Source: an optimization exercise on an open RTL-to-GDS flow (aim: small area). Production flows keep margins and buffers that such runs may drop. The RTL was checked by simulation tests, not by an equivalence proof against the original design. Power figures rest on the tool's default switching activity, not on a simulated workload.

$ cat design/flow/design.v
module rename_stage #(
    parameter int ARCH_REGS = 32,
    parameter int PHYS_REGS = 128,
    parameter int FL_DEPTH  = 128
) (
    input  logic          clk,
    input  logic          reset,
    input  logic          valid_in,
    output logic          ready_in,
    input  logic [$clog2(ARCH_REGS)-1:0] rs1,
    input  logic [$clog2(ARCH_REGS)-1:0] rs2,
    input  logic [$clog2(ARCH_REGS)-1:0] rd,
    input  logic          rd_write,
    input  logic [1:0]    fu_in,
    input  logic          is_branch,
    output logic          valid_out,
    input  logic          ready_out,
    output logic [$clog2(PHYS_REGS)-1:0] ps1,
    output logic [$clog2(PHYS_REGS)-1:0] ps2,
    output logic [$clog2(PHYS_REGS)-1:0] pd_new,
    output logic [$clog2(PHYS_REGS)-1:0] pd_old,
    output logic [1:0]    fu_out,
    input  logic          retire_valid,
    input  logic [$clog2(PHYS_REGS)-1:0] retire_pd,
    input  logic          br_resolve,
    input  logic          mispredict
);
    localparam int PW    = $clog2(PHYS_REGS);
    localparam int FW    = $clog2(FL_DEPTH);
    localparam int PTR_W = FW + 1;
    localparam int NFREE = PHYS_REGS - ARCH_REGS;
    logic [PW-1:0]    map_q      [ARCH_REGS];
    logic [PW-1:0]    map_d      [ARCH_REGS];
    logic [PW-1:0]    ckpt_map_q [ARCH_REGS];
    logic [PW-1:0]    fl_q       [FL_DEPTH];
    logic [PTR_W-1:0] rd_ptr_q, rd_ptr_d;
    logic [PTR_W-1:0] wr_ptr_q;
    logic [PTR_W-1:0] ckpt_rd_ptr_q;
    logic             ckpt_valid_q;
    logic             valid_out_q;
    logic [PW-1:0]    ps1_q, ps2_q, pd_new_q, pd_old_q;
    logic [1:0]       fu_out_q;
    logic             alloc, fl_empty, restore, ready, accept, do_retire;
    logic [PW-1:0]    pd_alloc;
    assign alloc     = rd_write && (rd != '0);
    assign fl_empty  = (wr_ptr_q == rd_ptr_q);
    assign restore   = br_resolve && mispredict;
    assign ready     = (!valid_out_q || ready_out) && !(alloc && fl_empty) &&
                       !(is_branch && ckpt_valid_q) && !restore;
    assign accept    = valid_in && ready;
    assign do_retire = retire_valid && (retire_pd != '0);
    assign pd_alloc  = alloc ? fl_q[rd_ptr_q[FW-1:0]] : '0;
    assign ready_in  = ready;
    assign valid_out = valid_out_q;
    assign ps1       = ps1_q;
    assign ps2       = ps2_q;
    assign pd_new    = pd_new_q;
    assign pd_old    = pd_old_q;
    assign fu_out    = fu_out_q;
    always_comb begin
        for (int i = 0; i < ARCH_REGS; i++) map_d[i] = map_q[i];
        rd_ptr_d = rd_ptr_q;
        if (accept && alloc) begin
            map_d[rd] = pd_alloc;
            rd_ptr_d     = rd_ptr_q + PTR_W'(1);
        end
    end
    always_ff @(posedge clk or posedge reset) begin
        if (reset) begin
            for (int i = 0; i < ARCH_REGS; i++) map_q[i] <= PW'(i);
            rd_ptr_q <= '0;
        end else if (restore) begin
            for (int i = 0; i < ARCH_REGS; i++) map_q[i] <= ckpt_map_q[i];
            rd_ptr_q <= ckpt_rd_ptr_q;
        end else begin
            for (int i = 0; i < ARCH_REGS; i++) map_q[i] <= map_d[i];
            rd_ptr_q <= rd_ptr_d;
        end
    end
    always_ff @(posedge clk or posedge reset) begin
        if (reset) begin
            for (int i = 0; i < ARCH_REGS; i++) ckpt_map_q[i] <= PW'(i);
            ckpt_rd_ptr_q <= '0;
            ckpt_valid_q  <= 1'b0;
        end else if (accept && is_branch) begin
            for (int i = 0; i < ARCH_REGS; i++) ckpt_map_q[i] <= map_d[i];
            ckpt_rd_ptr_q <= rd_ptr_d;
            ckpt_valid_q  <= 1'b1;
        end else if (br_resolve) begin
            ckpt_valid_q  <= 1'b0;
        end
    end
    always_ff @(posedge clk or posedge reset) begin
        if (reset) begin
            for (int i = 0; i < FL_DEPTH; i++)
                fl_q[i] <= (i < NFREE) ? PW'(i + ARCH_REGS) : '0;
            wr_ptr_q <= PTR_W'(NFREE);
        end else if (do_retire) begin
            fl_q[wr_ptr_q[FW-1:0]] <= retire_pd;
            wr_ptr_q               <= wr_ptr_q + PTR_W'(1);
        end
    end
    always_ff @(posedge clk or posedge reset) begin
        if (reset) begin
            valid_out_q <= 1'b0;
            ps1_q       <= '0;
            ps2_q       <= '0;
            pd_new_q    <= '0;
            pd_old_q    <= '0;
            fu_out_q    <= '0;
        end else if (restore) begin
            valid_out_q <= 1'b0;
        end else if (accept) begin
            valid_out_q <= 1'b1;
            ps1_q       <= map_q[rs1];
            ps2_q       <= map_q[rs2];
            pd_new_q    <= pd_alloc;
            pd_old_q    <= map_q[rd];
            fu_out_q    <= fu_in;
        end else if (ready_out) begin
            valid_out_q <= 1'b0;
        end
    end
endmodule
$ cat design/flow/run.sh
#!/bin/bash
# synth_recipe.tcl (not shown) runs the flow's synth.tcl, then flattens the netlist and writes it again
# the make line also repeats each setting of config.mk as NAME=value (left out here)
make -C /OpenROAD-flow-scripts/flow DESIGN_CONFIG=/design/flow/config.mk WORK_HOME=/design/flow/orfs CLKGATE_MAP_FILE= SYNTH_SCRIPT=/design/flow/synth_recipe.tcl finish
$ cat design/flow/config.mk
export PLATFORM = sky130hd
export DESIGN_NAME = rename_stage
export DESIGN_NICKNAME = rename_stage
export VERILOG_FILES = /design/flow/design.v
export SDC_FILE = /design/flow/constraint.sdc
export NUM_CORES = 4
export LEC_CHECK = 0
export CAP_MARGIN = 20
export CORE_MARGIN = 2
export CORE_UTILIZATION = 40
export SLEW_MARGIN = 20
$ cat design/flow/constraint.sdc
create_clock -name core_clock -period 6.5 [get_ports {clk}]
set_input_delay 1.3000 -clock core_clock [delete_from_list [all_inputs] [get_ports {clk}]]
set_output_delay 1.3000 -clock core_clock [all_outputs]
set_load 0.01 [all_outputs]
==> results.tsv <==
stage	metric	value	unit
sta	worstMarginPinSlew	1.24	ns
clock_network	htreeDepth	4	
sta	finClkSkew	0.0725	ns
route	wl_per_cell	43.2	microns
logic_synthesis	synth_cells	6670	
logic_synthesis	async_reset_ff_share	100	%
run_status	status	finished clean	
setup_path	worstSetupEndpointType	flop	
setup_path	arrival	6.60	ns
placement	post-place-ws	1.07	ns
floorplanning	rows	153	
min_path	holdPathEnd	map_q[0][3]$_DFF_PP0_	
clock_network	post_cts_buffers	0	
grt	grt_max_degree	187	
clock_network	clock-sinks	1400	
floorplanning	ios	65	
clock_network	worstSkewPairLatency	0.87	ns
floorplanning	die_y	423	microns
floorplanning	coreArea	174000	sq um
grt	grt_antenna_before_repair	34	
grt	grt_overflow	0	
route	wl_met3	41100	microns
placement	io_buffers	64	
clock_network	numCtsBuffers	156	
power_and_ir_drop	ir_worst_vdd	0.713	mV
sta	hold_violations	0	
setup_path	startpoint_type	flop	
logic_synthesis	ys_seq_elements	1400	
logic_synthesis	synth_area	70100	sq um
setup_path	cp_cell_sequence	nor2b_4 -> buf_12 -> buf_4 -> nand3_1 -> nand4_1 -> nor4_1 -> and3_1 -> nand4_1 -> buf_4 -> nor2_1 -> buf_4 -> a211oi_1	
logic_synthesis	yosysUniqueCellTypes	73	
floorplanning	die_area	179000	sq um
route	drcViolationCount	0	
setup_path	crit_slowest_cell	dfrtp_2	
clock_network	holdBufCountCts	0	
setup_path	ff2ff_path_depth	12	
clock_network	clkTransAtPathRegs	0.06	ns
clock_network	cts-resized-gates	0	
route	firstDrtPassIters	8	
logic_synthesis	yosys.area.top_type	dfrtp_1	
route	antenna_left	0	
min_path	hp-class	reg2reg	
grt	grt_pass1_wl	538000	microns
route	drt_iter0_drc	9899	
grt	grt_pass1_vias	61934	
sta	fmax	170	MHz
setup_path	critical_path_class	reg2reg	
logic_synthesis	synthMuxAreaShare	14.9	%
setup_path	reg2reg_slack	0.60	ns
setup_path	worst_ep_required_time	7.20	ns
final_layout	area_delta_synth_final	15.3	%
logic_synthesis	synth_adder_area_share	0.143	%
final_layout	ff_latch_area	35700	sq um
logic_synthesis	synthXorXnorAreaFrac	0.287	%
floorplanning	die_w	423	microns
route	via_per_inst	7.06	
clock_network	cts_tree	yes	
logic_synthesis	synth.area.top_cells	dfrtp_1 31%, dfstp_2 20%, mux2_2 15%, nand3_1 5.6%, a21oi_1 3.2%	
final_layout	nNetsFinal	6725	
final_layout	multiInputGateArea	32700	sq um
grt	track_usage	43.5	%
final_layout	nFillCells	16056	
setup_path	path_common_cell	buf_4	
logic_synthesis	yosysTopAreaCellShare	31.1	%
setup_path	crit_family	simple AND/OR/NAND/NOR gates	
final_layout	drive_gt1_share	32.9	%
job	cap_viol_max_count	0	
min_path	min-delay-start	ckpt_map_q[0][3]$_DFFE_PP0P_	
setup_path	r2r_start	rd_ptr_q[4]$_DFF_PP0_	
clock_network	cts_root_buffer	clkbuf_16	
logic_synthesis	synthSimpleGateAreaFrac	16.7	%
logic_synthesis	synth_top_family_by_area	simple AND/OR/NAND/NOR gates	
logic_synthesis	yosysSeqAreaShare	50.9	%
sta	setup_violations	0	
route	wl_met2	172000	microns
clock_network	cts_buffer_depth	3	
power_and_ir_drop	finalPower	36.6	mW
min_path	holdPathStages	2	
route	wl	395000	microns
setup_path	reg2reg_to	map_q[4][5]$_DFF_PP0_	
sta	max-slew-margin-rel	15.2	%
sta	maxSlewViolCount	0	
floorplanning	initial_utilization	40.3	%
power_and_ir_drop	leakage	34.3	nW
logic_synthesis	ys.flop_type	dfrtp_1	
placement	place_hpwl	270000	microns
logic_synthesis	avgSynthCellArea	10.5	sq um
logic_synthesis	syn_nets	6711	
route	highest_layer	met5	
sta	fin_crit	5.90	ns
sta	setup_slack	0.600	ns
setup_path	critPathMaxStageDelay	1.04	ns
route	met1Wirelength	139000	microns
setup_path	crit_buf_inv	4	
sta	finalCritPeriodShare	90.8	%
sta	rsz0062_at_grt	no	
logic_synthesis	ys_warn_count	5	
logic_synthesis	synth_edf_count	0	
logic_synthesis	synth_compound_area_share	13.6	%
placement	place_congestion	1.09	
setup_path	crit_fanout	26	
power_and_ir_drop	powerDensity	453	nW/um^2
sta	setup_tns	0	ns
route	num_vias	64663	
[cells by family after synthesis]
family / count (synthesis)
AND/OR/NAND/NOR: 2245
XOR/XNOR: 23
multiplexers: 926
flip-flops: 1400
AO/OA/AOI/OAI: 1452
buffers and inverters: 616
adder cells (fa/ha/maj): 8
[layer usage]
layer	GRT usage [%]	vias to the layer above
met4	38.1	14
met5	0	-
met2	65.2	4887
li1	-	25122
met1	51.4	33126
met3	11.6	1514
[synthesized netlist by cell type, drive strengths merged (11+ instances only)]
library cell    n
nor2b          21
xor2           13
a22o           92
and4b          11
nand3         785
nand2         371
a211oi         38
nand3b         16
and3          233
nand4         253
nand2b         17
a21oi         452
nor2          248
nor4           52
dfstp         530
clkbuf        485
or3            36
inv            16
o211ai         41
a2bb2oi        12
and2           34
a22oi         169
nor4bb         12
a21o           23
a221oi         90
or4            14
nor4b          11
o21a           12
dfrtp         870
nor3           87
a31oi          31
buf           115
o22ai         141
mux2          918
o31ai         128
a32oi          21
o21ai         162
[final cells by class]
class | count | share of cell area (%)
Clock inverter | 32 | 0.700
Timing Repair Buffer | 456 | 5.08
Inverter | 16 | 0.0790
Multi-Input combinational cell | 4654 | 40.4
Tap cell | 2325 | 3.60
Sequential cell | 1400 | 44.2
Antenna cell | 13 | 0.0403
Clock buffer | 261 | 5.86
[how the worst max path moves through the flow]
stage | to | depth (start not counted) | startpoint | slack, ns
after floorplan | ckpt_map_q[0][0]$_DFFE_PP0P_ | 1 | reset | -13.74
final | map_q[4][5]$_DFF_PP0_ | 12 | rd_ptr_q[4]$_DFF_PP0_ | 0.60
after global placement | map_q[12][5]$_DFF_PP0_ | 13 | rd_ptr_q[1]$_DFF_PP0_ | 0.57
after CTS | map_q[4][5]$_DFF_PP0_ | 13 | rd_ptr_q[1]$_DFF_PP0_ | 1.03
after global routing | map_q[13][5]$_DFF_PP0_ | 12 | rd_ptr_q[4]$_DFF_PP0_ | 0.88
after detailed placement | ready_in | 6 | rd[3] | 1.07
[state kept, by name (all words and copies together), names as in the netlist, 2 cells and up]
signal / count
pd_old_q: 7
wr_ptr_q: 8
ckpt_map_q: 224
rd_ptr_q: 8
fl_q: 896
pd_new_q: 7
ckpt_rd_ptr_q: 8
ps2_q: 7
map_q: 224
ps1_q: 7
fu_out_q: 2
[where the power goes]
part,total (mW),internal [mW],switching [mW]
Clock,9.20,5.21,3.98
Sequential,14.2,11.5,2.76
Combinational,13.2,3.40,9.76
Total,36.6,20.1,16.5
[worst register-to-register path, delay by kind of cell, from the launching register on]
| family | cells | cell delay (ns) |
|---|---|---|
| buffers and inverters | 4 | 1.25 |
| AO/OA/AOI/OAI | 1 | 0.10 |
| AND/OR/NAND/NOR | 7 | 3.36 |
| flip-flops | 1 | 1.04 |
[metrics by stage]
stage	cell area [sq um]	instances	util (%)	hold WS (ns)
2_1_floorplan	70100	6670	-	0.439
3_3_place_gp	75200	8842	43.2	0.450
3_5_place_dp	75300	8844	43.3	0.461
4_1_cts	80600	9137	46.3	0.476
5_1_grt	80700	9144	46.4	0.484
6_report	80800	9157	46.4	0.457
[cells in the final DEF, fill, tap and decap left out, types with 58 or more instances in the layout]
| cell type | count |
|---|---|
| a21oi_1 | 452 |
| a221oi_1 | 90 |
| a22o_1 | 92 |
| a22oi_1 | 169 |
| and3_1 | 232 |
| buf_4 | 354 |
| clkbuf_1 | 63 |
| clkbuf_16 | 157 |
| dfrtp_1 | 865 |
| dfstp_2 | 530 |
| mux2_2 | 918 |
| nand2_1 | 365 |
| nand3_1 | 784 |
| nand4_1 | 253 |
| nor2_1 | 190 |
| nor3_1 | 58 |
| o21ai_0 | 161 |
| o22ai_1 | 141 |
| o31ai_1 | 127 |

==> static timing again, ports no longer ideal <==
How much do the figures lean on ideal ports? The routed layout below was timed once more, with nothing changed but the port constraints.
Step 1 assumes that a clkbuf_16 drives the clock port and a buf_2 every other input.
Step 2 adds t to the input delays and takes it off the output delays; t is the mean of the earliest and latest rising clock arrival at the registers after step 1. Input paths then give back, and output paths get back, about the clock's delay inside the block.
a / b / c = no drivers / after step 1 / after step 2; a / b = the first two.
t, ns: 0.928
setup slack, ns: 0.600 / 0.600 / 0.600
hold slack, ns: 0.457 / 0.457 / 0.457
worst setup path after step 2: register to register
After both steps setup and hold are still met in this run. For this run, drivers alone change the setup slack by 0.000 ns; drivers and shift together by 0.000 ns.
